Context: an optimization exercise on an open-source flow, tuned for small area, a short achievable clock period and few clock cycles per item. The choices shown serve that exercise and are no tape-out recipe.
Function was checked by simulation only, so behaviour that the tests miss may differ from the original.

<file path="flow/design.v">
package smac_pkg;
    localparam int MAX_WINDOW = 64;
    localparam int PTR_W      = $clog2(MAX_WINDOW);
    localparam int SUM_W      = 38;
    localparam int SEEN_W     = 7;
    localparam int Q_FRAC     = 16;
    localparam logic [63:0] START_CASH = 64'd10000 << Q_FRAC;
    localparam logic [63:0] SAT_CASH   = START_CASH + 64'd100 * 64'h8000_0000;
    localparam logic [0:0] REG_SHORT = 1'b0;
    localparam logic [0:0] REG_LONG  = 1'b1;
    localparam logic [1:0] ACT_HOLD = 2'd0;
    localparam logic [1:0] ACT_BUY  = 2'd1;
    localparam logic [1:0] ACT_SELL = 2'd2;
endpackage
module smac_ram #(
    parameter int WIDTH = 32,
    parameter int DEPTH = 64
) (
    input  logic                     clk,
    input  logic                     we,
    input  logic [$clog2(DEPTH)-1:0] waddr,
    input  logic [WIDTH-1:0]         wdata,
    input  logic [$clog2(DEPTH)-1:0] raddr_a,
    output logic [WIDTH-1:0]         rdata_a,
    input  logic [$clog2(DEPTH)-1:0] raddr_b,
    output logic [WIDTH-1:0]         rdata_b
);
    logic [WIDTH-1:0] mem [DEPTH];
    always_ff @(posedge clk)
    begin
        if (we)
        begin
            mem[waddr] <= wdata;
        end
    end
    assign rdata_a = mem[raddr_a];
    assign rdata_b = mem[raddr_b];
endmodule
module sma_crossover_backtest (
    input  logic        clk,
    input  logic        rst_n,
    input  logic        s_tvalid,
    output logic        s_tready,
    input  logic [31:0] s_tdata,    
    input  logic        s_tlast,    
    output logic        m_tvalid,
    input  logic        m_tready,
    output logic [39:0] m_tdata,    
    output logic        m_tlast,    
    input  logic        cfg_we,
    input  logic [0:0]  cfg_index,
    input  logic [6:0]  cfg_data
);
    localparam int PW = smac_pkg::PTR_W;
    localparam int SW = smac_pkg::SUM_W;
    localparam int NW = smac_pkg::SEEN_W;
    localparam int DW = 46;               
    localparam int EQ_D = 8;              
    localparam int EQ_W = $clog2(EQ_D);
    localparam int RQ_D = 32;             
    localparam int RQ_W = $clog2(RQ_D);
    function automatic logic [DW-1:0] maj3(input logic [DW-1:0] a, input logic [DW-1:0] b,
                                           input logic [DW-1:0] c);
        maj3 = (a & b) | (a & c) | (b & c);
    endfunction
    logic          cfg_we_q;
    logic [0:0]    cfg_idx_q;
    logic [6:0]    cfg_data_q;
    logic [5:0]    short_win;
    logic [6:0]    long_win;
    logic          restart;           
    logic [5:0]    short_new;
    logic [6:0]    long_new;
    logic          win_ok;
    assign restart   = cfg_we_q;
    assign short_new = (cfg_idx_q == smac_pkg::REG_SHORT) ? cfg_data_q[5:0] : short_win;
    assign long_new  = (cfg_idx_q == smac_pkg::REG_LONG)  ? cfg_data_q      : long_win;
    assign win_ok    = (short_win != 6'd0) && ({1'b0, short_win} < long_win)
                    && (long_win <= 7'(smac_pkg::MAX_WINDOW));
    always_ff @(posedge clk or negedge rst_n)
    begin
        if (!rst_n)
        begin
            cfg_we_q  <= 1'b0;
            short_win <= 6'd5;
            long_win  <= 7'd10;
        end
        else
        begin
            cfg_we_q <= cfg_we;
            if (restart)
            begin
                short_win <= short_new;
                long_win  <= long_new;
            end
        end
    end
    always_ff @(posedge clk)
    begin
        cfg_idx_q  <= cfg_index;
        cfg_data_q <= cfg_data;
    end
    logic          rdy_q;
    logic          acc;
    logic          v1;
    logic [31:0]   pr1;
    logic          l1;
    assign s_tready = rdy_q;
    assign acc      = s_tvalid && rdy_q;
    always_ff @(posedge clk)
    begin
        pr1 <= s_tdata;
        l1  <= s_tlast;
    end
    logic [PW-1:0] ptr, ptr_s, ptr_l;
    logic [NW-1:0] seen;
    logic [NW-1:0] seen_inc;
    logic [31:0]   rd_s, rd_l;
    logic          sub_s1, sub_l1, te1, re1;
    smac_ram #(
        .WIDTH (32),
        .DEPTH (smac_pkg::MAX_WINDOW)
    ) u_ring (
        .clk     (clk),
        .we      (v1),
        .waddr   (ptr),
        .wdata   (pr1),
        .raddr_a (ptr_s),
        .rdata_a (rd_s),
        .raddr_b (ptr_l),
        .rdata_b (rd_l)
    );
    assign seen_inc = (seen < NW'(smac_pkg::MAX_WINDOW + 1)) ? seen + 1'b1 : seen;
    assign sub_s1   = (seen >= {1'b0, short_win});
    assign sub_l1   = (seen >= long_win);
    assign te1      = win_ok && (seen_inc >= long_win) && !(l1 && (seen_inc == long_win));
    assign re1      = l1 && win_ok && (seen_inc > long_win);
    always_ff @(posedge clk or negedge rst_n)
    begin
        if (!rst_n)
        begin
            ptr   <= '0;
            ptr_s <= PW'(0) - PW'(5);
            ptr_l <= PW'(0) - PW'(10);
            seen  <= '0;
        end
        else if (restart)
        begin
            ptr   <= '0;
            ptr_s <= PW'(0) - short_new;
            ptr_l <= PW'(0) - long_new[PW-1:0];
            seen  <= '0;
        end
        else if (v1)
        begin
            ptr   <= ptr + 1'b1;
            ptr_s <= ptr_s + 1'b1;
            ptr_l <= ptr_l + 1'b1;
            seen  <= l1 ? '0 : seen_inc;
        end
    end
    logic          v2;
    logic [31:0]   pr2, os2, ol2;
    logic          l2, ms2, ml2, te2, re2, nz2;
    always_ff @(posedge clk)
    begin
        pr2 <= pr1;
        os2 <= rd_s;
        ol2 <= rd_l;
        l2  <= l1;
        ms2 <= sub_s1;
        ml2 <= sub_l1;
        te2 <= te1;
        re2 <= re1;
        nz2 <= (pr1 != 32'd0);
    end
    logic [SW-1:0] ssum;              
    logic [SW:0]   nls;               
    logic          sfresh;            
    always_ff @(posedge clk or negedge rst_n)
    begin
        if (!rst_n)
            sfresh <= 1'b1;
        else if (restart)
            sfresh <= 1'b1;
        else if (v2)
            sfresh <= l2;
    end
    always_ff @(posedge clk)
    begin
        if (v2)
        begin
            ssum <= (sfresh ? SW'(0) : ssum) + SW'(pr2) - (ms2 ? SW'(os2) : SW'(0));
            nls  <= (sfresh ? (SW+1)'(0) : nls) - (SW+1)'(pr2) + (ml2 ? (SW+1)'(ol2) : (SW+1)'(0));
        end
    end
    logic          v3;
    logic [31:0]   pr3;
    logic          l3, te3, re3, nz3;
    always_ff @(posedge clk)
    begin
        pr3 <= pr2;
        l3  <= l2;
        te3 <= te2;
        re3 <= re2;
        nz3 <= nz2;
    end
    logic [DW-1:0] rows [13];
    logic [DW-1:0] c1 [9];
    logic [DW-1:0] c2 [6];
    logic [DW-1:0] c3 [4];
    logic [DW-1:0] c4 [3];
    logic [DW-1:0] c5 [2];
    always_comb
    begin
        for (int i = 0; i < 7; i++)
            rows[i] = long_win[i] ? (DW'(ssum) << i) : '0;
        for (int j = 0; j < 6; j++)
            rows[7 + j] = short_win[j] ? ({{(DW-SW-1){nls[SW]}}, nls} << j) : '0;
        for (int k = 0; k < 4; k++)
        begin
            c1[2*k]     = rows[3*k] ^ rows[3*k+1] ^ rows[3*k+2];
            c1[2*k + 1] = maj3(rows[3*k], rows[3*k+1], rows[3*k+2]) << 1;
        end
        c1[8] = rows[12];
        for (int k = 0; k < 3; k++)
        begin
            c2[2*k]     = c1[3*k] ^ c1[3*k+1] ^ c1[3*k+2];
            c2[2*k + 1] = maj3(c1[3*k], c1[3*k+1], c1[3*k+2]) << 1;
        end
        for (int k = 0; k < 2; k++)
        begin
            c3[2*k]     = c2[3*k] ^ c2[3*k+1] ^ c2[3*k+2];
            c3[2*k + 1] = maj3(c2[3*k], c2[3*k+1], c2[3*k+2]) << 1;
        end
        c4[0] = c3[0] ^ c3[1] ^ c3[2];
        c4[1] = maj3(c3[0], c3[1], c3[2]) << 1;
        c4[2] = c3[3];
        c5[0] = c4[0] ^ c4[1] ^ c4[2];
        c5[1] = maj3(c4[0], c4[1], c4[2]) << 1;
    end
    logic          v4;
    logic [31:0]   pr4;
    logic          l4, te4, re4, nz4;
    logic [DW-1:0] ds4, dc4;
    always_ff @(posedge clk)
    begin
        pr4 <= pr3;
        l4  <= l3;
        te4 <= te3;
        re4 <= re3;
        nz4 <= nz3;
        ds4 <= c5[0];
        dc4 <= c5[1];
    end
    logic [DW-1:0] dsum;
    logic          gt4, lt4;
    logic          holding;
    logic          buy5, sell5;
    logic          ev5;               
    assign dsum  = ds4 + dc4;
    assign lt4   = dsum[DW-1];
    assign gt4   = !dsum[DW-1] && (dsum != '0);
    logic          v5;
    logic [31:0]   pr5;
    logic          l5, te5, re5, nz5, gt5, lt5;
    always_ff @(posedge clk)
    begin
        pr5 <= pr4;
        l5  <= l4;
        te5 <= te4;
        re5 <= re4;
        nz5 <= nz4;
        gt5 <= gt4;
        lt5 <= lt4;
    end
    assign buy5  = te5 && gt5 && !holding && nz5;
    assign sell5 = te5 && lt5 && holding;
    assign ev5   = buy5 || sell5 || l5;
    always_ff @(posedge clk or negedge rst_n)
    begin
        if (!rst_n)
            holding <= 1'b0;
        else if (restart)
            holding <= 1'b0;
        else if (v5)
        begin
            if (l5)
                holding <= 1'b0;
            else if (buy5)
                holding <= 1'b1;
            else if (sell5)
                holding <= 1'b0;
        end
    end
    logic [31:0]   eq_p   [EQ_D];
    logic [3:0]    eq_f   [EQ_D];
    logic [EQ_W-1:0] eq_wp, eq_rp;
    logic [EQ_W:0]   eq_n;
    logic          eq_push, eq_pop;
    assign eq_push = v5 && ev5;
    always_ff @(posedge clk)
    begin
        if (eq_push)
        begin
            eq_p[eq_wp] <= pr5;
            eq_f[eq_wp] <= {buy5, sell5, l5, re5};
        end
    end
    always_ff @(posedge clk or negedge rst_n)
    begin
        if (!rst_n)
        begin
            eq_wp <= '0;
            eq_rp <= '0;
            eq_n  <= '0;
        end
        else if (restart)
        begin
            eq_wp <= '0;
            eq_rp <= '0;
            eq_n  <= '0;
        end
        else
        begin
            if (eq_push)
                eq_wp <= eq_wp + 1'b1;
            if (eq_pop)
                eq_rp <= eq_rp + 1'b1;
            eq_n <= eq_n + (EQ_W+1)'(eq_push) - (EQ_W+1)'(eq_pop);
        end
    end
    logic [3:0]    rq_f   [RQ_D];
    logic [RQ_W-1:0] rq_wp, rq_rp;
    logic [RQ_W:0]   rq_n;
    logic          rq_push, rq_pop;
    logic [3:0]    rq_head;
    assign rq_push = v5;
    assign rq_head = rq_f[rq_rp];
    always_ff @(posedge clk)
    begin
        if (rq_push)
            rq_f[rq_wp] <= {(buy5 ? smac_pkg::ACT_BUY : sell5 ? smac_pkg::ACT_SELL
                                                          : smac_pkg::ACT_HOLD), l5, re5};
    end
    always_ff @(posedge clk or negedge rst_n)
    begin
        if (!rst_n)
        begin
            rq_wp <= '0;
            rq_rp <= '0;
            rq_n  <= '0;
        end
        else
        begin
            if (rq_push)
                rq_wp <= rq_wp + 1'b1;
            if (rq_pop)
                rq_rp <= rq_rp + 1'b1;
            rq_n <= rq_n + (RQ_W+1)'(rq_push) - (RQ_W+1)'(rq_pop);
        end
    end
    logic [EQ_W:0] cr_e, cr_e_next;
    logic [RQ_W:0] cr_r, cr_r_next;
    assign cr_e_next = (restart ? (EQ_W+1)'(0) : cr_e - (EQ_W+1)'(v5 && !ev5) - (EQ_W+1)'(eq_pop))
                     + (EQ_W+1)'(acc);
    assign cr_r_next = cr_r + (RQ_W+1)'(acc) - (RQ_W+1)'(rq_pop);
    always_ff @(posedge clk or negedge rst_n)
    begin
        if (!rst_n)
        begin
            v1    <= 1'b0;
            v2    <= 1'b0;
            v3    <= 1'b0;
            v4    <= 1'b0;
            v5    <= 1'b0;
            cr_e  <= '0;
            cr_r  <= '0;
            rdy_q <= 1'b1;
        end
        else
        begin
            v1    <= acc;
            v2    <= v1;
            v3    <= v2;
            v4    <= v3;
            v5    <= v4;
            cr_e  <= cr_e_next;
            cr_r  <= cr_r_next;
            rdy_q <= (cr_e_next < (EQ_W+1)'(EQ_D)) && (cr_r_next < (RQ_W+1)'(RQ_D));
        end
    end
    logic          hv;
    logic [31:0]   hp;
    logic          h_buy, h_sell, h_last, h_roi;
    logic          h_take;
    assign eq_pop = (eq_n != '0) && (!hv || h_take);
    always_ff @(posedge clk or negedge rst_n)
    begin
        if (!rst_n)
            hv <= 1'b0;
        else if (restart)
            hv <= 1'b0;
        else if (eq_pop)
            hv <= 1'b1;
        else if (h_take)
            hv <= 1'b0;
    end
    always_ff @(posedge clk)
    begin
        if (eq_pop)
        begin
            hp <= eq_p[eq_rp];
            {h_buy, h_sell, h_last, h_roi} <= eq_f[eq_rp];
        end
    end
    typedef enum logic [2:0] {
        T_IDLE,
        T_DIV,
        T_MUL,
        T_MULEND,
        T_FIN
    } tstate_t;
    tstate_t       tst;
    logic [31:0]   tp;                
    logic [34:0]   tp3, tp5, tp7;     
    logic          t_last, t_roi;
    logic          t_hold;            
    logic          cfresh;            
    logic [63:0]   cash;
    logic [63:0]   cash_cur;
    logic [31:0]   rr;                
    logic [32:0]   rc;                
    logic [63:0]   ll;                
    logic [4:0]    tcnt;
    logic          mlong;             
    logic          roi_start, roi_free;
    logic          pos_long;
    assign cash_cur = cfresh ? smac_pkg::START_CASH : cash;
    logic          chain;
    assign chain    = (tst == T_DIV) && (tcnt == 5'd0) && !t_last && hv && h_sell;
    assign h_take   = ((tst == T_IDLE) && hv) || chain;
    assign pos_long = (ll[63:40] != 24'd0);
    logic          q_sat, q_33, q_36, q_39;
    logic [127:0]  dvd;
    assign q_sat  = (cash_cur[63:32] >= hp);
    assign q_33   = (cash_cur < {31'd0, hp, 1'b0});
    assign q_36   = (cash_cur < {28'd0, hp, 4'd0});
    assign q_39   = (cash_cur < {25'd0, hp, 7'd0});
    assign dvd    = {32'd0, cash_cur, 32'd0};
    logic [34:0]   dx;
    logic [35:0]   dt [8];
    logic [34:0]   dm [8];
    logic [31:0]   dr_n;
    logic [2:0]    dq;
    assign dx = {rr, ll[63:61]};
    always_comb
    begin
        dm[0] = '0;
        dm[1] = {3'b0, tp};
        dm[2] = {2'b0, tp, 1'b0};
        dm[3] = tp3;
        dm[4] = {1'b0, tp, 2'b0};
        dm[5] = tp5;
        dm[6] = {tp3[33:0], 1'b0};
        dm[7] = tp7;
        for (int k = 0; k < 8; k++)
            dt[k] = {1'b0, dx} - {1'b0, dm[k]};
        dq   = 3'd0;
        dr_n = dx[31:0];
        for (int k = 1; k < 8; k++)
            if (!dt[k][35])
            begin
                dq   = 3'(k);
                dr_n = dt[k][31:0];
            end
    end
    logic [32:0]   ms [9];
    logic [32:0]   mc [9];
    logic [63:0]   ml [9];
    logic [32:0]   mpp;
    logic [32:0]   msum, mcar;
    always_comb
    begin
        ms[0] = {1'b0, rr};
        mc[0] = rc;
        ml[0] = ll;
        for (int i = 0; i < 8; i++)
        begin
            mpp  = ml[i][0] ? {1'b0, tp} : 33'd0;
            msum = ms[i] ^ mc[i] ^ mpp;
            mcar = (ms[i] & mc[i]) | (ms[i] & mpp) | (mc[i] & mpp);
            ms[i+1] = {1'b0, msum[32:1]};
            mc[i+1] = mcar;
            ml[i+1] = {msum[0], ml[i][63:1]};
        end
    end
    logic [32:0]   macc;
    assign macc = {1'b0, rr} + rc;
    logic          fin_now;           
    logic          fin_close;         
    assign fin_close = h_roi && t_hold;
    assign fin_now   = !fin_close && (!h_roi || roi_free);
    always_ff @(posedge clk or negedge rst_n)
    begin
        if (!rst_n)
        begin
            tst    <= T_IDLE;
            t_hold <= 1'b0;
            cfresh <= 1'b1;
        end
        else if (restart)
        begin
            tst    <= T_IDLE;
            t_hold <= 1'b0;
            cfresh <= 1'b1;
        end
        else
        begin
            unique case (tst)
                T_IDLE:
                    if (hv)
                    begin
                        if (h_buy)
                        begin
                            if (q_sat)
                            begin
                                t_hold <= 1'b1;
                                cfresh <= 1'b0;
                                tst    <= h_last ? T_FIN : T_IDLE;
                            end
                            else
                                tst <= T_DIV;
                        end
                        else if (h_sell)
                            tst <= T_MUL;
                        else if (fin_close)
                            tst <= T_MUL;
                        else if (fin_now)
                        begin
                            t_hold <= 1'b0;
                            cfresh <= 1'b1;
                        end
                        else
                            tst <= T_FIN;
                    end
                T_DIV:
                    if (tcnt == 5'd0)
                    begin
                        t_hold <= 1'b1;
                        cfresh <= 1'b0;
                        tst    <= t_last ? T_FIN : chain ? T_MUL : T_IDLE;
                    end
                T_MUL:
                    if (tcnt == 5'd0)
                        tst <= T_MULEND;
                T_MULEND:
                begin
                    t_hold <= 1'b0;
                    cfresh <= 1'b0;
                    tst    <= t_last ? T_FIN : T_IDLE;
                end
                T_FIN:
                begin
                    if (t_roi && t_hold)
                        tst <= T_MUL;
                    else if (!t_roi || roi_free)
                    begin
                        t_hold <= 1'b0;
                        cfresh <= 1'b1;
                        tst    <= T_IDLE;
                    end
                end
                default:
                    tst <= T_IDLE;
            endcase
        end
    end
    assign roi_start = !restart && roi_free
                    && (((tst == T_IDLE) && hv && !h_buy && !h_sell && h_roi && !t_hold)
                     || ((tst == T_FIN) && t_roi && !t_hold));
    always_ff @(posedge clk)
    begin
        unique case (tst)
            T_IDLE:
            if (hv)
            begin
                tp     <= hp;
                tp3    <= {3'b000, hp} + {2'b00, hp, 1'b0};
                tp5    <= {3'b000, hp} + {1'b0, hp, 2'b00};
                tp7    <= {hp, 3'b000} - {3'b000, hp};
                t_last <= h_last;
                t_roi  <= h_roi;
                if (h_buy)
                begin
                    if (q_sat)
                    begin
                        ll   <= '1;
                        cash <= '0;
                    end
                    else if (q_33)
                    begin
                        {rr, ll} <= 96'(dvd << 31);
                        tcnt     <= 5'd10;
                    end
                    else if (q_36)
                    begin
                        {rr, ll} <= 96'(dvd << 28);
                        tcnt     <= 5'd11;
                    end
                    else if (q_39)
                    begin
                        {rr, ll} <= 96'(dvd << 25);
                        tcnt     <= 5'd12;
                    end
                    else
                    begin
                        {rr, ll} <= 96'(dvd >> 2);
                        tcnt     <= 5'd21;
                    end
                end
                else
                begin
                    rr    <= '0;
                    rc    <= '0;
                    mlong <= pos_long;
                    tcnt  <= pos_long ? 5'd7 : 5'd4;
                end
            end
            T_DIV:
            begin
                rr   <= dr_n;
                ll   <= {ll[60:0], dq};
                tcnt <= tcnt - 1'b1;
                if (tcnt == 5'd0)
                    cash <= '0;
                if (chain)
                begin
                    tp     <= hp;
                    t_last <= h_last;
                    t_roi  <= h_roi;
                    rr     <= '0;
                    rc     <= '0;
                    mlong  <= (ll[60:37] != 24'd0);
                    tcnt   <= (ll[60:37] != 24'd0) ? 5'd7 : 5'd4;
                end
            end
            T_MUL:
            begin
                rr   <= ms[8][31:0];
                rc   <= mc[8];
                ll   <= ml[8];
                tcnt <= tcnt - 1'b1;
            end
            T_MULEND:
            begin
                if (mlong)
                    cash <= {macc[31:0], ll[63:32]};
                else
                    cash <= {24'd0, macc[31:0], ll[63:56]};
            end
            T_FIN:
            begin
                rr    <= '0;
                rc    <= '0;
                mlong <= pos_long;
                tcnt  <= pos_long ? 5'd7 : 5'd4;
            end
            default: ;
        endcase
    end
    typedef enum logic [1:0] {
        R_IDLE,
        R_DIV,
        R_DONE
    } rstate_t;
    rstate_t       rst_s;
    logic [35:0]   ry;                
    logic [4:0]    rrem;
    logic          rneg, rsat;
    logic [3:0]    rcnt;
    logic          roi_take;
    logic [37:0]   rx_pos, rx_neg;
    assign roi_free = (rst_s == R_IDLE);
    assign rx_pos   = cash_cur[37:0] - smac_pkg::START_CASH[37:0];
    assign rx_neg   = smac_pkg::START_CASH[37:0] - cash_cur[37:0];
    logic [35:0]   rx_sel;
    assign rx_sel   = (cash_cur < smac_pkg::START_CASH) ? rx_neg[37:2] : rx_pos[37:2];
    function automatic logic [5:0] st25(input logic [4:0] r, input logic b);
        case ({r, b})
            6'd0: st25 = {1'b0, 5'd0};
            6'd1: st25 = {1'b0, 5'd1};
            6'd2: st25 = {1'b0, 5'd2};
            6'd3: st25 = {1'b0, 5'd3};
            6'd4: st25 = {1'b0, 5'd4};
            6'd5: st25 = {1'b0, 5'd5};
            6'd6: st25 = {1'b0, 5'd6};
            6'd7: st25 = {1'b0, 5'd7};
            6'd8: st25 = {1'b0, 5'd8};
            6'd9: st25 = {1'b0, 5'd9};
            6'd10: st25 = {1'b0, 5'd10};
            6'd11: st25 = {1'b0, 5'd11};
            6'd12: st25 = {1'b0, 5'd12};
            6'd13: st25 = {1'b0, 5'd13};
            6'd14: st25 = {1'b0, 5'd14};
            6'd15: st25 = {1'b0, 5'd15};
            6'd16: st25 = {1'b0, 5'd16};
            6'd17: st25 = {1'b0, 5'd17};
            6'd18: st25 = {1'b0, 5'd18};
            6'd19: st25 = {1'b0, 5'd19};
            6'd20: st25 = {1'b0, 5'd20};
            6'd21: st25 = {1'b0, 5'd21};
            6'd22: st25 = {1'b0, 5'd22};
            6'd23: st25 = {1'b0, 5'd23};
            6'd24: st25 = {1'b0, 5'd24};
            6'd25: st25 = {1'b1, 5'd0};
            6'd26: st25 = {1'b1, 5'd1};
            6'd27: st25 = {1'b1, 5'd2};
            6'd28: st25 = {1'b1, 5'd3};
            6'd29: st25 = {1'b1, 5'd4};
            6'd30: st25 = {1'b1, 5'd5};
            6'd31: st25 = {1'b1, 5'd6};
            6'd32: st25 = {1'b1, 5'd7};
            6'd33: st25 = {1'b1, 5'd8};
            6'd34: st25 = {1'b1, 5'd9};
            6'd35: st25 = {1'b1, 5'd10};
            6'd36: st25 = {1'b1, 5'd11};
            6'd37: st25 = {1'b1, 5'd12};
            6'd38: st25 = {1'b1, 5'd13};
            6'd39: st25 = {1'b1, 5'd14};
            6'd40: st25 = {1'b1, 5'd15};
            6'd41: st25 = {1'b1, 5'd16};
            6'd42: st25 = {1'b1, 5'd17};
            6'd43: st25 = {1'b1, 5'd18};
            6'd44: st25 = {1'b1, 5'd19};
            6'd45: st25 = {1'b1, 5'd20};
            6'd46: st25 = {1'b1, 5'd21};
            6'd47: st25 = {1'b1, 5'd22};
            6'd48: st25 = {1'b1, 5'd23};
            6'd49: st25 = {1'b1, 5'd24};
            default: st25 = 6'd0;
        endcase
    endfunction
    localparam int RS = 4;            
    logic [35:0]   rdy_y [RS+1];
    logic [4:0]    rdy_r [RS+1];
    logic [5:0]    rstep [RS];
    always_comb
    begin
        rdy_y[0] = ry;
        rdy_r[0] = rrem;
        for (int i = 0; i < RS; i++)
        begin
            rstep[i]   = st25(rdy_r[i], rdy_y[i][35]);
            rdy_r[i+1] = rstep[i][4:0];
            rdy_y[i+1] = {rdy_y[i][34:0], rstep[i][5]};
        end
    end
    always_ff @(posedge clk or negedge rst_n)
    begin
        if (!rst_n)
            rst_s <= R_IDLE;
        else if (restart)
            rst_s <= R_IDLE;
        else
        begin
            unique case (rst_s)
                R_IDLE: if (roi_start) rst_s <= R_DIV;
                R_DIV:  if (rcnt == 4'd0) rst_s <= R_DONE;
                R_DONE: if (roi_take) rst_s <= R_IDLE;
                default: rst_s <= R_IDLE;
            endcase
        end
    end
    always_ff @(posedge clk)
    begin
        unique case (rst_s)
            R_IDLE:
            begin
                rneg <= (cash_cur < smac_pkg::START_CASH);
                rsat <= (cash_cur >= smac_pkg::SAT_CASH);
                rrem <= '0;
                if (rx_sel[35:16] == 20'd0)
                begin
                    ry   <= rx_sel << 20;
                    rcnt <= 4'(16 / RS - 1);
                end
                else if (rx_sel[35:24] == 12'd0)
                begin
                    ry   <= rx_sel << 12;
                    rcnt <= 4'(24 / RS - 1);
                end
                else
                begin
                    ry   <= rx_sel;
                    rcnt <= 4'(36 / RS - 1);
                end
            end
            R_DIV:
            begin
                ry   <= rdy_y[RS];
                rrem <= rdy_r[RS];
                rcnt <= rcnt - 1'b1;
            end
            default: ;
        endcase
    end
    logic [31:0]   roi_res;
    assign roi_res = rsat ? 32'h7FFF_FFFF : rneg ? 32'd0 - ry[31:0] : ry[31:0];
    logic          out_v;
    logic [1:0]    out_act;
    logic [31:0]   out_roi;
    logic          out_last;
    logic          out_load;
    assign out_load = (!out_v || m_tready) && (rq_n != '0)
                   && (!rq_head[0] || rst_s == R_DONE);
    assign rq_pop   = out_load;
    assign roi_take = out_load && rq_head[0];
    always_ff @(posedge clk or negedge rst_n)
    begin
        if (!rst_n)
            out_v <= 1'b0;
        else if (out_load)
            out_v <= 1'b1;
        else if (m_tready)
            out_v <= 1'b0;
    end
    always_ff @(posedge clk)
    begin
        if (out_load)
        begin
            out_act  <= rq_head[3:2];
            out_last <= rq_head[1];
            out_roi  <= rq_head[0] ? roi_res : 32'd0;
        end
    end
    assign m_tvalid = out_v;
    assign m_tdata  = {6'd0, out_roi, out_act};
    assign m_tlast  = out_last;
endmodule
</file>
<file path="flow/run.sh">
#!/bin/bash
# synth_recipe.tcl (not shown) runs the flow's synth.tcl, then flattens the netlist and writes it again
# the make line also repeats each setting of config.mk as NAME=value (left out here)
make -C /OpenROAD-flow-scripts/flow DESIGN_CONFIG=/design/flow/config.mk WORK_HOME=/design/flow/orfs CLKGATE_MAP_FILE= SYNTH_SCRIPT=/design/flow/synth_recipe.tcl finish
</file>
<file path="flow/config.mk">
export PLATFORM = sky130hd
export DESIGN_NAME = sma_crossover_backtest
export DESIGN_NICKNAME = sma_crossover_backtest
export VERILOG_FILES = /design/flow/design.v
export SDC_FILE = /design/flow/constraint.sdc
export NUM_CORES = 4
export LEC_CHECK = 0
export CAP_MARGIN = 20
export CORE_MARGIN = 2
export CORE_UTILIZATION = 40
export SETUP_SLACK_MARGIN = 5
export SLEW_MARGIN = 20
</file>
<file path="flow/constraint.sdc">
create_clock -name core_clock -period 10.0 [get_ports {clk}]
set_input_delay 2.0000 -clock core_clock [delete_from_list [all_inputs] [get_ports {clk}]]
set_output_delay 2.0000 -clock core_clock [all_outputs]
set_load 0.01 [all_outputs]
</file>
==> flow_summary.toml, run 1 <==
[outcome]
status = "no timing/DRC/antenna violations"

[timing]
layout_min_cycle_time_ps = 5700
slew_violations = 0
finalClockSkew_ps = 116
rsz0062_at_grt = "yes"
worst_slew_pin_slew_ps = 1200
finalHoldViolations = 0
fin_tns_setup_ps = 0
finalSetupViolations = 0
fmax_mhz = 175
setup_ws_ps = 4300
hold_slack_ps = 296
fin_crit_sh_pct = 57.0
slew_headroom_pct = 19.7

[logic_synthesis]
synth.distinct_cells = 97
syn_inst = 13700
synth_flop_cell = "edfxtp_1"
avgSynthCellArea_um2 = 14.3
ys_warn_count = 16
syn-cell-area_mm2 = 0.196
ys_async_sr_fraction_pct = 2.68
synth_seq_area_share_pct = 50.6
synth_edf_count = 2992
yosys_register_bits = 3432

[placed_design]
port_buffers = 82
post_dp_cell_area_mm2 = 0.205
place_hpwl_mm = 383
gp_congestion = 0.940
post-place-ws_ps = 3260

[route]
drt_wl_total_mm = 571
drt_iter0_drc = 12700
viasPerCell = 5.84
ant_nets = 0
drt-wirelength-per-cell_um = 27.6
vias = 121000
drc = 0
firstDrtPassIters = 12

[grt]
grt_usage_pct = 22.6
gr-total-overflow = 0
antenna_found_initial = 32
grt_pass1_wl_mm = 837
grt_pass1_vias = 122000
grt_max_degree = 131

[clock_tree]
cts-buffers-inserted = 370
hold_buffers = 0
cts_tree = "yes"
cts_max_path_buffers = 4
worstSkewPairLatency_ps = 1030
clock_sinks = 3432
clk_pin_slew_ps = 60
root_buffer = "clkbuf_16"
htreeDepth = 5

[critical_path]
critPathLaunchType = "flop"
cp.required_ps = 10690
crit_path_end_kind = "flop"
worst-r2r-cell-count = 15
crit_path_max_fanout = 18
worstPathArrival_ps = 6390
path_class = "flop to flop"

[floorplan]
start_util_pct = 40.1
fp.dieW_um = 704
core_mm2 = 0.489
rows = 257
fp.dieH_um = 704
dieArea_mm2 = 0.496
io_pins = 89

[cells_and_area]
mostFrequentLayoutCell = "edfxtp_1"
fin_nets = 15400
mostFrequentLayoutCells = "2992 x edfxtp_1, 1456 x mux4_2, 1079 x inv_1"
drive_gt1_share_pct = 19.8
stdcell_area_mm2 = 0.220
area_delta_synth_final_pct = 12.0

[hold_path]
hold_path_class = "flop to flop"
worstHoldPathCells = 0

[run]
maxCapViolations = 0
final timing paths:
kind | start | to | slack (ps)
setup / recovery | ll[0] | rr[22] | 4300
hold / removal | pr3[9] | pr4[9] | 300
setup reg to reg | ll[0] | rr[22] | 4300
hold reg to reg | pr3[9] | pr4[9] | 300
max in group asynchronous | rst_n | v2 | 7410
min in group asynchronous | rst_n | ptr[2] | 1030
kinds of logic (layout without fill, tap and decap cells):
kind of cell / count (synthesis) / in the layout / share of synthesized area (%)
DFF: 3432 / 3432 / 50.6
buffers and inverters: 1768 / 2230 / 3.41
other: 1 / 23 / 0.00191
muxes: 1592 / 1592 / 17.5
AOI/OAI and AO/OA: 1952 / 1952 / 6.50
xor gates and xnor gates: 502 / 502 / 2.24
and+or+nand+nor: 3004 / 3006 / 7.54
adders and majority gates: 1476 / 1476 / 12.3
Yosys cell counts, types with 348 or more instances:
| library cell | instances | area [um^2] |
|---|---|---|
| mux4_2 | 1456 | 32800 |
| dfxtp_1 | 348 | 6970 |
| nor2_1 | 751 | 2820 |
| and2_1 | 526 | 3290 |
| nand2_1 | 779 | 2920 |
| inv_1 | 1089 | 4090 |
| ha_1 | 723 | 9050 |
| edfxtp_1 | 2992 | 89800 |
| a21oi_1 | 562 | 2810 |
| fa_1 | 752 | 15100 |
| o21ai_0 | 392 | 1960 |
| clkbuf_1 | 526 | 1970 |
metal layers:
layer,part of all wire (%),wire length [um],GRT usage [%]
met5,0.016,90,0
met3,6.7,38000,3.25
met4,4.9,27800,9.35
met2,48,274000,37.4
met1,40,231000,29.9
worst max-delay path, stage by stage (launching register included):
cell and delay, ps:
edfxtp_1 420, buf_12 180, and2_1 160, fa_1 480, inv_1 50, fa_1 440
fa_1 510, fa_1 430, fa_1 520, fa_1 430, fa_1 490, inv_1 50
fa_1 460, a222oi_1 400, o21ai_1 110, or3_1 310
cell type report:
| class | instances | area [um^2] |
|---|---|---|
| diodes | 17 | 42.5 |
| clock buffers | 485 | 10200 |
| clock inverters | 201 | 1920 |
| fillers | 43100 | 269000 |
| inverters | 1091 | 4120 |
| multi-input cells | 8534 | 91900 |
| flip-flops and latches | 3432 | 99300 |
| well taps | 6475 | 8100 |
| repair buffers | 453 | 4150 |
repair_timing:
| action | in CTS | in global routing |
|---|---|---|
| setup endpoints to repair | 327 | 262 |
| gates cloned | 3 | 3 |
| gates resized for setup | 147 | 100 |
| setup buffers | 66 | 36 |
| pin swaps | 23 | 39 |
sequential cells by signal, summed over array words and instances (netlist names), 39 cells and up:
name	flops
cash	64
dc4	43
ds4	46
eq_p	256
ll	64
nls	39
rq_f	128
u_ring.mem	2048
per-stage QoR:
stage / cells / utilization (%)
floorplan: 13700 / -
detailed placement: 19900 / 42.0
finish: 20700 / 44.9
CTS: 20600 / 44.7
global route: 20700 / 44.9
global placement: 19900 / 42.0
Testbench counts, summed over its fixed seeds: cycles 26,412, items 19,495.
==> inputs of run 2 (changes only) <==
--- a/flow/design.v
+++ b/flow/design.v
@@ -431,6 +431,8 @@
     logic [63:0]   cash_cur;
     logic [31:0]   rr;                
     logic [32:0]   rc;                
+    logic          mhi;               
+    logic          mci;               
     logic [63:0]   ll;                
     logic [4:0]    tcnt;
     logic          mlong;             
@@ -438,16 +440,17 @@
     logic          pos_long;
     assign cash_cur = cfresh ? smac_pkg::START_CASH : cash;
     logic          chain;
+    logic [63:0]   cash_new, cash_src;
     assign chain    = (tst == T_DIV) && (tcnt == 5'd0) && !t_last && hv && h_sell;
     assign h_take   = ((tst == T_IDLE) && hv) || chain;
     assign pos_long = (ll[63:40] != 24'd0);
     logic          q_sat, q_33, q_36, q_39;
     logic [127:0]  dvd;
-    assign q_sat  = (cash_cur[63:32] >= hp);
-    assign q_33   = (cash_cur < {31'd0, hp, 1'b0});
-    assign q_36   = (cash_cur < {28'd0, hp, 4'd0});
-    assign q_39   = (cash_cur < {25'd0, hp, 7'd0});
-    assign dvd    = {32'd0, cash_cur, 32'd0};
+    assign q_sat  = (cash_src[63:32] >= hp);
+    assign q_33   = (cash_src < {31'd0, hp, 1'b0});
+    assign q_36   = (cash_src < {28'd0, hp, 4'd0});
+    assign q_39   = (cash_src < {25'd0, hp, 7'd0});
+    assign dvd    = {32'd0, cash_src, 32'd0};
     logic [34:0]   dx;
     logic [35:0]   dt [8];
     logic [34:0]   dm [8];
@@ -475,28 +478,45 @@
                 dr_n = dt[k][31:0];
             end
     end
-    logic [32:0]   ms [9];
-    logic [32:0]   mc [9];
-    logic [63:0]   ml [9];
-    logic [32:0]   mpp;
-    logic [32:0]   msum, mcar;
+    localparam int MW = 41;
+    function automatic logic [2*MW-1:0] csa(input logic [MW-1:0] a, input logic [MW-1:0] b,
+                                            input logic [MW-1:0] c);
+        csa = {((a & b) | (a & c) | (b & c)) << 1, a ^ b ^ c};
+    endfunction
+    logic [MW-1:0] mr0 [11];
+    logic [MW-1:0] mr1 [8];
+    logic [MW-1:0] mr2 [6];
+    logic [MW-1:0] mr3 [4];
+    logic [MW-1:0] mr4 [3];
+    logic [MW-1:0] mr5 [2];
+    logic [8:0]    mlow;
     always_comb
     begin
-        ms[0] = {1'b0, rr};
-        mc[0] = rc;
-        ml[0] = ll;
+        mr0[0]  = MW'({mhi, rr});
+        mr0[1]  = MW'(rc);
+        mr0[2]  = MW'(mci);
         for (int i = 0; i < 8; i++)
-        begin
-            mpp  = ml[i][0] ? {1'b0, tp} : 33'd0;
-            msum = ms[i] ^ mc[i] ^ mpp;
-            mcar = (ms[i] & mc[i]) | (ms[i] & mpp) | (mc[i] & mpp);
-            ms[i+1] = {1'b0, msum[32:1]};
-            mc[i+1] = mcar;
-            ml[i+1] = {msum[0], ml[i][63:1]};
-        end
+            mr0[3 + i] = ll[i] ? (MW'(tp) << i) : '0;
+        {mr1[1], mr1[0]} = csa(mr0[0], mr0[1], mr0[2]);
+        {mr1[3], mr1[2]} = csa(mr0[3], mr0[4], mr0[5]);
+        {mr1[5], mr1[4]} = csa(mr0[6], mr0[7], mr0[8]);
+        mr1[6] = mr0[9];
+        mr1[7] = mr0[10];
+        {mr2[1], mr2[0]} = csa(mr1[0], mr1[1], mr1[2]);
+        {mr2[3], mr2[2]} = csa(mr1[3], mr1[4], mr1[5]);
+        mr2[4] = mr1[6];
+        mr2[5] = mr1[7];
+        {mr3[1], mr3[0]} = csa(mr2[0], mr2[1], mr2[2]);
+        {mr3[3], mr3[2]} = csa(mr2[3], mr2[4], mr2[5]);
+        {mr4[1], mr4[0]} = csa(mr3[0], mr3[1], mr3[2]);
+        mr4[2] = mr3[3];
+        {mr5[1], mr5[0]} = csa(mr4[0], mr4[1], mr4[2]);
+        mlow = {1'b0, mr5[0][7:0]} + {1'b0, mr5[1][7:0]};
     end
-    logic [32:0]   macc;
-    assign macc = {1'b0, rr} + rc;
+    logic [33:0]   macc;
+    assign macc = {1'b0, mhi, rr} + {1'b0, rc} + 34'(mci);
+    assign cash_new = mlong ? {macc[31:0], ll[63:32]} : {24'd0, macc[31:0], ll[63:56]};
+    assign cash_src = cash_cur;
     logic          fin_now;           
     logic          fin_close;         
     assign fin_close = h_roi && t_hold;
@@ -594,10 +614,7 @@
                 if (h_buy)
                 begin
                     if (q_sat)
-                    begin
-                        ll   <= '1;
-                        cash <= '0;
-                    end
+                        ll <= '1;
                     else if (q_33)
                     begin
                         {rr, ll} <= 96'(dvd << 31);
@@ -623,6 +640,8 @@
                 begin
                     rr    <= '0;
                     rc    <= '0;
+                    mhi   <= 1'b0;
+                    mci   <= 1'b0;
                     mlong <= pos_long;
                     tcnt  <= pos_long ? 5'd7 : 5'd4;
                 end
@@ -632,8 +651,6 @@
                 rr   <= dr_n;
                 ll   <= {ll[60:0], dq};
                 tcnt <= tcnt - 1'b1;
-                if (tcnt == 5'd0)
-                    cash <= '0;
                 if (chain)
                 begin
                     tp     <= hp;
@@ -641,28 +658,28 @@
                     t_roi  <= h_roi;
                     rr     <= '0;
                     rc     <= '0;
+                    mhi    <= 1'b0;
+                    mci    <= 1'b0;
                     mlong  <= (ll[60:37] != 24'd0);
                     tcnt   <= (ll[60:37] != 24'd0) ? 5'd7 : 5'd4;
                 end
             end
             T_MUL:
             begin
-                rr   <= ms[8][31:0];
-                rc   <= mc[8];
-                ll   <= ml[8];
+                {mhi, rr} <= mr5[0][40:8];
+                rc   <= mr5[1][40:8];
+                mci  <= mlow[8];
+                ll   <= {mlow[7:0], ll[63:8]};
                 tcnt <= tcnt - 1'b1;
             end
             T_MULEND:
-            begin
-                if (mlong)
-                    cash <= {macc[31:0], ll[63:32]};
-                else
-                    cash <= {24'd0, macc[31:0], ll[63:56]};
-            end
+                cash <= cash_new;
             T_FIN:
             begin
                 rr    <= '0;
                 rc    <= '0;
+                mhi   <= 1'b0;
+                mci   <= 1'b0;
                 mlong <= pos_long;
                 tcnt  <= pos_long ? 5'd7 : 5'd4;
             end
==> run 2 against run 1 <==
- largest cell class unchanged
- sequential cell count rose by 1
- synthesized cell count rose by 0.95%
==> flow_summary.toml, run 2 <==
[cells_and_area]
regMostFlops = "u_ring.mem"
stdcell_count = 20900
mostFrequentLayoutCell = "edfxtp_1"
mostFrequentLayoutCells = "2993 x edfxtp_1, 1456 x mux4_2, 1227 x inv_1"
top_regs = "u_ring.mem: 2048 flops, eq_p: 256 flops, rq_f: 128 flops"
nFillCells = 43700
final_util_pct = 44.8
area_delta_synth_final_pct = 11.6
fin_nets = 15600
largest_reg_flops = 2048
drive_gt1_share_pct = 19.6

[timing]
worst_slew_pin_slew_ps = 1160
finalHoldViolations = 0
slew_violations = 0
finalClockSkew_ps = 94.6
layout_min_cycle_time_ps = 4980
hold_slack_ps = 325
fin_tns_setup_ps = 0
rsz0062_at_grt = "yes"
slew_headroom_pct = 22.1
finalSetupViolations = 0
fin_crit_sh_pct = 49.8
fmax_mhz = 201

[grt]
grt_usage_pct = 23.7
grt_pass1_wl_mm = 871
gr-total-overflow = 0
grt_pass1_vias = 124000
grt_max_degree = 111
antenna_found_initial = 37

[logic_synthesis]
yosysTopAreaCell = "edfxtp_1"
synth.distinct_cells = 126
synth_compound_area_share_pct = 6.87
avgSynthCellArea_um2 = 14.3
synthMostInstantiatedCell = "edfxtp_1"
yosys.area.top_type_share_pct = 45.4
ys_warn_count = 19
ys_async_sr_fraction_pct = 2.68
synthSimpleGateAreaFrac_pct = 7.44
synth_top_family_by_area = "multiplexers"
synth_xor_area_share_pct = 2.12
synthTopCellsByCount = "2993 x edfxtp_1, 1456 x mux4_2, 1241 x inv_1"
synth_flop_cell = "edfxtp_1"
synth_seq_area_share_pct = 50.1
synth_edf_count = 2993
synth_fa_ha_area_share_pct = 12.6
syn_inst = 13900
syn-cell-area_mm2 = 0.198
yosys_register_bits = 3433
synthMuxAreaShare_pct = 17.2
netlist_top_cells_area = "edfxtp_1 45%, mux4_2 17%, fa_1 7.9%"

[route]
ant_nets = 0
viasPerCell = 5.92
drt_wl_total_mm = 601
vias = 124000
drt_iter0_drc = 14000
firstDrtPassIters = 8
drt-wirelength-per-cell_um = 28.8
drc = 0

[critical_path]
worstPathArrival_ps = 5650
crit_family = "compound AO/OA/AOI/OAI gates"
cp_common_cell = "o21ai_0"
path_buf_inv = 3
cp.required_ps = 10670
slowest_delay_ps = 570
crit_path_max_fanout = 31
path_cells = "inv_2, ha_1, inv_1, fa_1, a211oi_1, o21ai_0, nand3_1, a211oi_1, o21ai_0, o21ai_2, a21oi_2, a31o_2, buf_6, o21ai_0, o21ai_0, nand3_1"
cp_slowest_cell = "o21ai_0"
path_class = "flop to flop"
critPathLaunchType = "flop"
crit_path_end_kind = "flop"

[placed_design]
place_hpwl_mm = 407
gp_congestion = 0.967
place_inst = 20100
port_buffers = 82

[clock_tree]
htreeDepth = 5
clock_sinks = 3433
hold_buffers = 0
worstSkewPairLatency_ps = 1010
cts_tree = "yes"
cts_max_path_buffers = 4
clk_pin_slew_ps = 60
cts-buffers-inserted = 368
root_buffer = "clkbuf_16"

[floorplan]
core_mm2 = 0.493
start_util_pct = 40.1
fp.dieH_um = 708
fp.dieW_um = 708
dieArea_mm2 = 0.501
io_pins = 89
rows = 258

[outcome]
status = "no timing/DRC/antenna violations"

[run]
maxCapViolations = 0

[hold_path]
hold_path_class = "flop to flop"
[run 2: cell count changes after synthesis, moves of 36 or more]
cell      change
clkbuf_1     -44
a21oi_1      -80
inv_1       +152
nor2b_1      -37
nor2_1      -132
and2_1       +54
nand2_1      -36
[run 2: layout make-up]
cell class	count	area, um^2	area share (%)
Clock buffer	501	10200	4.63
Inverter	1244	4710	2.13
Tap cell	6500	8130	3.68
Clock inverter	177	1850	0.839
Antenna cell	16	40.0	0.0181
Multi-Input combinational cell	8524	92700	41.9
Sequential cell	3433	99300	44.9
Timing Repair Buffer	470	4030	1.82
[run 2: worst paths after layout]
kind | startpoint | end | slack (ps) | depth (start not counted)
setup / recovery | ll[62] | ll[1] | 5020 | 16
hold / removal | l3 | l4 | 330 | 0
setup reg to reg | ll[62] | ll[1] | 5020 | 16
hold reg to reg | l3 | l4 | 330 | 0
max in group asynchronous | rst_n | v2 | 7650 | 2
min in group asynchronous | rst_n | cfg_we_q | 990 | 1
[run 2: routing by layer]
| layer | vias up | wire length, um | track usage [%] |
|---|---|---|---|
| met5 | - | 45 | 0 |
| li1 | 52800 | - | - |
| met1 | 64300 | 245000 | 32.4 |
| met4 | 6 | 27300 | 9.21 |
| met3 | 1115 | 47200 | 3.75 |
| met2 | 5379 | 281000 | 37.9 |
[run 2: timing repair]
item / 4_1_cts / 5_1_grt
resized for setup: 53 / 80
endpoints found under the setup margin: 201 / 165
gates cloned: 0 / 1
pin swaps: 5 / 13
buffers inserted: 27 / 55
[run 2: logic make-up (layout without fill, tap and decap cells)]
family / count (synthesis) / count (layout)
muxes: 1582 / 1582
other: 1 / 22
and+or+nand+nor: 2924 / 2924
adders and majority gates: 1521 / 1521
AOI/OAI and AO/OA: 2011 / 2011
buffers and inverters: 1906 / 2392
DFF: 3433 / 3433
xor gates and xnor gates: 480 / 480
[run 2: worst reg2reg max path, delay by kind of cell (launching register included)]
family / cells / cell delay [ps]
simple gates: 2 / 340
compound gates: 9 / 2580
flops: 1 / 520
buf+inv: 3 / 570
fa+ha+maj: 2 / 670
[run 2: per-stage QoR]
stage          area (um^2)  setup WS (ps)
2_1_floorplan       198000           4950
3_3_place_gp        208000           4060
3_5_place_dp        208000           4070
4_1_cts             220000           4950
5_1_grt             221000           4840
6_report            221000           5020
Testbench counts of run 2, summed over its fixed seeds: cycles 26,412, items 19,495.
==> inputs of run 3 (changes only) <==
--- a/flow/design.v
+++ b/flow/design.v
@@ -260,7 +260,7 @@
     logic          ev5;               
     assign dsum  = ds4 + dc4;
     assign lt4   = dsum[DW-1];
-    assign gt4   = !dsum[DW-1] && (dsum != '0);
+    assign gt4   = !dsum[DW-1] && ((ds4 ^ dc4) != ((ds4 | dc4) << 1));
     logic          v5;
     logic [31:0]   pr5;
     logic          l5, te5, re5, nz5, gt5, lt5;
@@ -426,7 +426,6 @@
     logic [34:0]   tp3, tp5, tp7;     
     logic          t_last, t_roi;
     logic          t_hold;            
-    logic          cfresh;            
     logic [63:0]   cash;
     logic [63:0]   cash_cur;
     logic [31:0]   rr;                
@@ -438,7 +437,7 @@
     logic          mlong;             
     logic          roi_start, roi_free;
     logic          pos_long;
-    assign cash_cur = cfresh ? smac_pkg::START_CASH : cash;
+    assign cash_cur = cash;
     logic          chain;
     logic [63:0]   cash_new, cash_src;
     assign chain    = (tst == T_DIV) && (tcnt == 5'd0) && !t_last && hv && h_sell;
@@ -527,13 +526,13 @@
         begin
             tst    <= T_IDLE;
             t_hold <= 1'b0;
-            cfresh <= 1'b1;
+            cash   <= smac_pkg::START_CASH;
         end
         else if (restart)
         begin
             tst    <= T_IDLE;
             t_hold <= 1'b0;
-            cfresh <= 1'b1;
+            cash   <= smac_pkg::START_CASH;
         end
         else
         begin
@@ -546,7 +545,6 @@
                             if (q_sat)
                             begin
                                 t_hold <= 1'b1;
-                                cfresh <= 1'b0;
                                 tst    <= h_last ? T_FIN : T_IDLE;
                             end
                             else
@@ -559,7 +557,7 @@
                         else if (fin_now)
                         begin
                             t_hold <= 1'b0;
-                            cfresh <= 1'b1;
+                            cash   <= smac_pkg::START_CASH;
                         end
                         else
                             tst <= T_FIN;
@@ -568,7 +566,6 @@
                     if (tcnt == 5'd0)
                     begin
                         t_hold <= 1'b1;
-                        cfresh <= 1'b0;
                         tst    <= t_last ? T_FIN : chain ? T_MUL : T_IDLE;
                     end
                 T_MUL:
@@ -577,7 +574,7 @@
                 T_MULEND:
                 begin
                     t_hold <= 1'b0;
-                    cfresh <= 1'b0;
+                    cash   <= cash_new;
                     tst    <= t_last ? T_FIN : T_IDLE;
                 end
                 T_FIN:
@@ -587,7 +584,7 @@
                     else if (!t_roi || roi_free)
                     begin
                         t_hold <= 1'b0;
-                        cfresh <= 1'b1;
+                        cash   <= smac_pkg::START_CASH;
                         tst    <= T_IDLE;
                     end
                 end
@@ -672,8 +669,6 @@
                 ll   <= {mlow[7:0], ll[63:8]};
                 tcnt <= tcnt - 1'b1;
             end
-            T_MULEND:
-                cash <= cash_new;
             T_FIN:
             begin
                 rr    <= '0;
==> run 3 against run 2 <==
- critical path depth is 3 lower
- synthesized cell count is 0.85% lower
- sequential cell count is 1 lower
- register-to-register slack better by 110 ps
- via count is 2.3% lower
- core utilization hardly changed
- critical endpoint is now rr[12]
- still clean
- largest cell class unchanged
- wire length is 3.5% lower
- highest routed layer unchanged
- area after synthesis is 0.60% lower
==> flow_summary.toml, run 3 <==
[outcome]
status = "no timing/DRC/antenna violations"

[run]
maxCapViolations = 0

[critical_path]
crit_path_max_fanout = 10
path_cells = "ha_1, o21a_1, o21ai_0, a211oi_2, o211ai_1, o211ai_1, a211oi_1, o31a_2, and2_1, nand2b_1, nor2_1, a21oi_1, a221o_1"
path_buf_inv = 0
cp_slowest_cell = "edfxtp_1"
crit_path_end_kind = "flop"
crit_family = "compound AO/OA/AOI/OAI gates"
path_class = "flop to flop"
slowest_delay_ps = 750
cp.required_ps = 10700
worstPathArrival_ps = 5570
cp_common_cell = "o211ai_1"
critPathLaunchType = "flop"

[logic_synthesis]
synth_xor_area_share_pct = 2.31
synthTopCellsByCount = "2929 x edfxtp_1, 1456 x mux4_2, 1265 x inv_1"
netlist_top_cells_area = "edfxtp_1 45%, mux4_2 17%, fa_1 7.9%"
syn_inst = 13700
ys_async_sr_fraction_pct = 4.52
synthSimpleGateAreaFrac_pct = 7.04
synth_compound_area_share_pct = 6.42
synth_edf_count = 2929
synth.distinct_cells = 97
synth_seq_area_share_pct = 50.2
synth_top_family_by_area = "multiplexers"
synthMostInstantiatedCell = "edfxtp_1"
ys_warn_count = 19
synthMuxAreaShare_pct = 17.3
yosys.area.top_type_share_pct = 44.7
avgSynthCellArea_um2 = 14.3
synth_flop_cell = "edfxtp_1"
yosys_register_bits = 3432
synth_fa_ha_area_share_pct = 12.9
yosysTopAreaCell = "edfxtp_1"
syn-cell-area_mm2 = 0.197

[clock_tree]
cts_max_path_buffers = 4
clock_sinks = 3432
clk_pin_slew_ps = 60
cts-buffers-inserted = 369
htreeDepth = 5
root_buffer = "clkbuf_16"
worstSkewPairLatency_ps = 1030
hold_buffers = 0
cts_tree = "yes"

[timing]
slew_headroom_pct = 15.7
finalClockSkew_ps = 103
finalHoldViolations = 0
slew_violations = 0
fin_tns_setup_ps = 0
fmax_mhz = 205
layout_min_cycle_time_ps = 4870
fin_crit_sh_pct = 48.7
finalSetupViolations = 0
worst_slew_pin_slew_ps = 1250
rsz0062_at_grt = "no"
hold_slack_ps = 306
setup_ws_ps = 5130

[floorplan]
core_mm2 = 0.490
rows = 257
fp.dieW_um = 705
fp.dieH_um = 705
dieArea_mm2 = 0.498
start_util_pct = 40.2
io_pins = 89

[grt]
grt_usage_pct = 22.9
gr-total-overflow = 0
grt_pass1_wl_mm = 847
antenna_found_initial = 37
grt_max_degree = 107
grt_pass1_vias = 122000

[route]
ant_nets = 0
drt_wl_total_mm = 580
drt_iter0_drc = 12700
drc = 0
vias = 121000
viasPerCell = 5.84
firstDrtPassIters = 6
drt-wirelength-per-cell_um = 28.1

[cells_and_area]
top_regs = "u_ring.mem: 2048 flops, eq_p: 256 flops, rq_f: 128 flops"
fin_nets = 15500
area_delta_synth_final_pct = 11.6
largest_reg_flops = 2048
mostFrequentLayoutCell = "edfxtp_1"
nFillCells = 43300
regMostFlops = "u_ring.mem"
drive_gt1_share_pct = 19.1
stdcell_area_mm2 = 0.220
mostFrequentLayoutCells = "2929 x edfxtp_1, 1456 x mux4_2, 1259 x inv_1"

[placed_design]
port_buffers = 82
post-place-ws_ps = 4090
gp_congestion = 0.949
place_hpwl_mm = 393
post_dp_cell_area_mm2 = 0.206

[hold_path]
hold_path_class = "flop to flop"
## run 3: kinds of logic (layout without fill, tap and decap cells)
kind of cell	after synthesis	count (layout)
buffers and inverters	1954	2376
xor gates and xnor gates	518	518
and+or+nand+nor	2766	2766
adders and majority gates	1565	1565
muxes	1583	1583
DFF	3432	3432
other	1	30
AOI/OAI and AO/OA	1921	1921
## run 3: worst reg2reg max path, stage by stage, from the launching register on
cell and delay (ps):
edfxtp_1 750, ha_1 400, o21a_1 210, o21ai_0 330, a211oi_2 120, o211ai_1 480, o211ai_1 220, a211oi_1 430
o31a_2 430, and2_1 330, nand2b_1 110, nor2_1 300, a21oi_1 160, a221o_1 330
## run 3: layout make-up
cell class                      count  area [um^2]  area share, %
Inverter                         1266         4770           2.17
Multi-Input combinational cell   8359        91600           41.7
Clock buffer                      484        10200           4.64
Sequential cell                  3432        98900           45.0
Clock inverter                    206         2320           1.06
Tap cell                         6475         8100           3.69
Timing Repair Buffer              420         3640           1.66
Antenna cell                       24         60.1         0.0273
## run 3: final timing paths
path / start / endpoint / slack, ps / cells after the start
min in group asynchronous: rst_n / out_v / 990 / 1
min reg2reg: pr3[4] / pr4[4] / 310 / 0
max: rr[2] / rr[12] / 5130 / 13
min: pr3[4] / pr4[4] / 310 / 0
max reg2reg: rr[2] / rr[12] / 5130 / 13
max in group asynchronous: rst_n / v2 / 7640 / 2
## run 3: repair_timing
action                     4_1_cts  5_1_grt
setup endpoints to repair       87       87
cloned                           0        1
pin swaps                        3        7
buffers inserted                15       47
resized for setup               29       60
## run 3: stage by stage
step / util (%) / std cells
5_1_grt: 44.8 / 20700
2_1_floorplan: - / 13700
3_5_place_dp: 42.1 / 19900
4_1_cts: 44.7 / 20600
6_report: 44.8 / 20700
3_3_place_gp: 42.1 / 19900
## run 3: layer usage
metal | GRT usage (%) | routed length [um] | up-vias
met3 | 3.80 | 45200 | 999
met2 | 37.7 | 278000 | 5055
met4 | 8.28 | 23900 | 12
li1 | - | - | 51900
met5 | 0 | 80 | -
met1 | 30.8 | 233000 | 62700
Testbench counts of run 3, summed over its fixed seeds: cycles 26,412, items 19,495.

-- what the ideal ports hide --
The results above use ideal ports. As a check the final layouts listed here were re-extracted and re-timed, cells and wires unchanged. Step 1: set_driving_cell puts a clkbuf_16 on clk and a buf_2 on each other input, an assumption about the parent block. Step 2, shift: input delay + t, output delay - t, t = (earliest + latest rising clock arrival at the registers) / 2. This alone moves slack from input paths to output paths. a / b / c = no drivers / after step 1 / after step 2; a / b = the first two.
run | t (ns) | slack for setup (ns) | hold WS [ns] | worst data-port slew with drivers (ns) | cell pins on the clock port's net
run 1 | 1.086 | 4.297 / 4.297 / 4.297 | 0.296 / 0.296 / 0.296 | 0.23 | 1
run 2 | 1.071 | 5.020 / 5.020 / 5.020 | 0.325 / 0.325 / 0.325 | 0.31 | 1
run 3 | 1.095 | 5.133 / 5.133 / 5.055 | 0.306 / 0.306 / 0.306 | 0.11 | 1
After both steps setup and hold are still met in every run listed. The setup slack of run 3, which loses most, moves by 0.000 ns with the drivers and by -0.078 ns with both steps.
